Context: an optimization exercise on an open-source flow, tuned for small area and a short achievable clock period. The choices shown serve that exercise and are no tape-out recipe. Only simulation tests tie the RTL to the original design; equivalence was not proved. Power and IR drop assume default switching activity.

==> tundra: inputs <==
Design tlb_top, start of the top module:
module tlb_top (
    input  logic         clk,
    input  logic         rst_n,
    input  logic         wen,
    input  logic [4:0]   index,
    input  logic [127:0] cp0,
    input  logic [31:0]  inst_vaddr,
    input  logic [31:0]  data_vaddr,
    output logic [39:0]  inst_result,
    output logic [39:0]  data_result,
    output logic [127:0] read_regs,
    output logic         probe_hit,
    output logic [4:0]   probe_index
);
clock: 8.0 ns
lec_check: 0
cap_margin: 30
core_margin: 2
core_utilization: 40
cts_buf_list: sky130_fd_sc_hd__clkbuf_8
cts_cluster_diameter: 100
cts_cluster_size: 14
setup_slack_margin: 2.0
slew_margin: 30
standard.sh (not shown) runs the stock make flow with config.mk's settings and CLKGATE_MAP_FILE= SYNTH_SCRIPT=/design/flow/synth_recipe.tcl, a recipe that flattens the netlist after the stock synthesis.
==> flow/flow/run.sh <==
#!/bin/bash
set -euo pipefail
bash standard.sh MATCH_CELL_FOOTPRINT=0 \
    "BUFFER_PORTS_ARGS=-buffer_cell sky130_fd_sc_hd__buf_4" \
    finish > flow_make.log 2>&1
==> garnet (differences from tundra) <==
--- a/flow/config.mk
+++ b/flow/config.mk
@@ -7,3 +7,3 @@
 export LEC_CHECK = 0
-export CAP_MARGIN = 30
+export CAP_MARGIN = 20
 export CORE_MARGIN = 2
@@ -12,4 +12,4 @@
 export CTS_CLUSTER_DIAMETER = 100
-export CTS_CLUSTER_SIZE = 14
+export CTS_CLUSTER_SIZE = 12
 export SETUP_SLACK_MARGIN = 2.0
-export SLEW_MARGIN = 30
+export SLEW_MARGIN = 20
==> willow (differences from tundra) <==
==> flow/config.mk (replaced) <==
export PLATFORM = sky130hd
export DESIGN_NAME = tlb_top
export DESIGN_NICKNAME = tlb_top
export VERILOG_FILES = /design/flow/design.v
export SDC_FILE = /design/flow/constraint.sdc
export NUM_CORES = 4
export LEC_CHECK = 0
export CAP_MARGIN = 20
export CORE_MARGIN = 2
export CORE_UTILIZATION = 40
export SETUP_SLACK_MARGIN = 2.0
export SLEW_MARGIN = 20
==> notes <==
Between garnet and tundra, the lower setup slack is in garnet (gap 0.030 ns). The lowest first-iteration DRC count belongs to garnet, the highest to willow. Critical path depth: garnet < willow < tundra. Global-route usage, highest first: garnet, tundra, willow. The lowest design area belongs to tundra, the highest to willow. In tundra the core utilization is lower than in garnet, by 0.50 points. Clock power: willow is higher than garnet (about 80%). Sequential share of layout area: willow < garnet < tundra. In clock skew, garnet and tundra do not differ. In synthesized cell count, tundra and willow do not differ.
==> figures <==
Slowest library cell on the worst path: tundra sky130_fd_sc_hd__nor4_4; garnet sky130_fd_sc_hd__xnor2_1; willow sky130_fd_sc_hd__or4_4
Drt total wl: tundra 810 mm; garnet 817 mm; willow 815 mm
GRT met1 Usage: tundra 0.446; garnet 0.444; willow 0.443
Result of the run: tundra no timing/DRC/antenna violations; garnet no timing/DRC/antenna violations; willow no timing/DRC/antenna violations
Non-clock buffer area fraction after layout: tundra 0.101; garnet 0.104; willow 0.0986
Portion of total power attributed to combinational logic: tundra 0.158; garnet 0.155; willow 0.127
Pre-Repair DR Iteration Count: tundra 10; garnet 9; willow 8
Final worst path period need: tundra 6.29 ns; garnet 6.32 ns; willow 6.32 ns
Tightest Pin Transition: tundra 1.20 ns; garnet 1.46 ns; willow 1.39 ns
Area taken by multi-input logic gates: tundra 78,600 um^2; garnet 79,100 um^2; willow 79,000 um^2
Total power of the final layout: tundra 30.1 mW; garnet 31.0 mW; willow 37.9 mW
Power spent charging and discharging nets: tundra 8.49 mW; garnet 8.77 mW; willow 9.95 mW
Static Leak: tundra 65.4 nW; garnet 66.2 nW; willow 68.9 nW
Sequential share of power: tundra 0.571; garnet 0.555; willow 0.455
Mean number of vias per cell: tundra 6.98; garnet 6.98; willow 6.92
Internal: tundra 21.6 mW; garnet 22.2 mW; willow 27.9 mW
Fraction of power consumed by the clock network: tundra 0.271; garnet 0.290; willow 0.418
Fraction of final layout cells with drive strength greater than 1: tundra 0.300; garnet 0.312; willow 0.320
Met3 track demand over resource: tundra 0.112; garnet 0.117; willow 0.114
Biggest cell delay along the critical path: tundra 0.74 ns; garnet 0.66 ns; willow 0.60 ns
Startpoint of the worst setup timing path: tundra data_vaddr[18]; garnet cp0[125]; willow data_vaddr[17]
Max Fclk: tundra 159 MHz; garnet 158 MHz; willow 158 MHz

==> separate check: timing with driven ports <==
No port has a modelled driver above. Below, the same layouts with a new extraction and two added sets of constraints.
Step 1, drivers: a clkbuf_16 drives clk and a buf_2 each remaining input, both assumed.
Step 2 adds t to the input delays and takes it off the output delays; t is the mean of the earliest and latest rising clock arrival at the registers after step 1. Input paths then give back, and output paths get back, about the clock's delay inside the block.
Slacks: no drivers / after step 1 / after step 2; pairs: no drivers / after step 1.
| run | t (ns) | setup slack, ns | worst setup path at the end |
|---|---|---|---|
| tundra | 1.300 | 1.709 / 1.523 / 1.523 | input to output |
| garnet | 1.262 | 1.679 / 1.488 / 1.488 | input to output |
| willow | 1.107 | 1.676 / 1.469 / 1.469 | input to output |
After both steps setup and hold are still met in every run listed. For willow, which loses most, drivers alone change the setup slack by -0.207 ns; drivers and shift together by -0.207 ns.
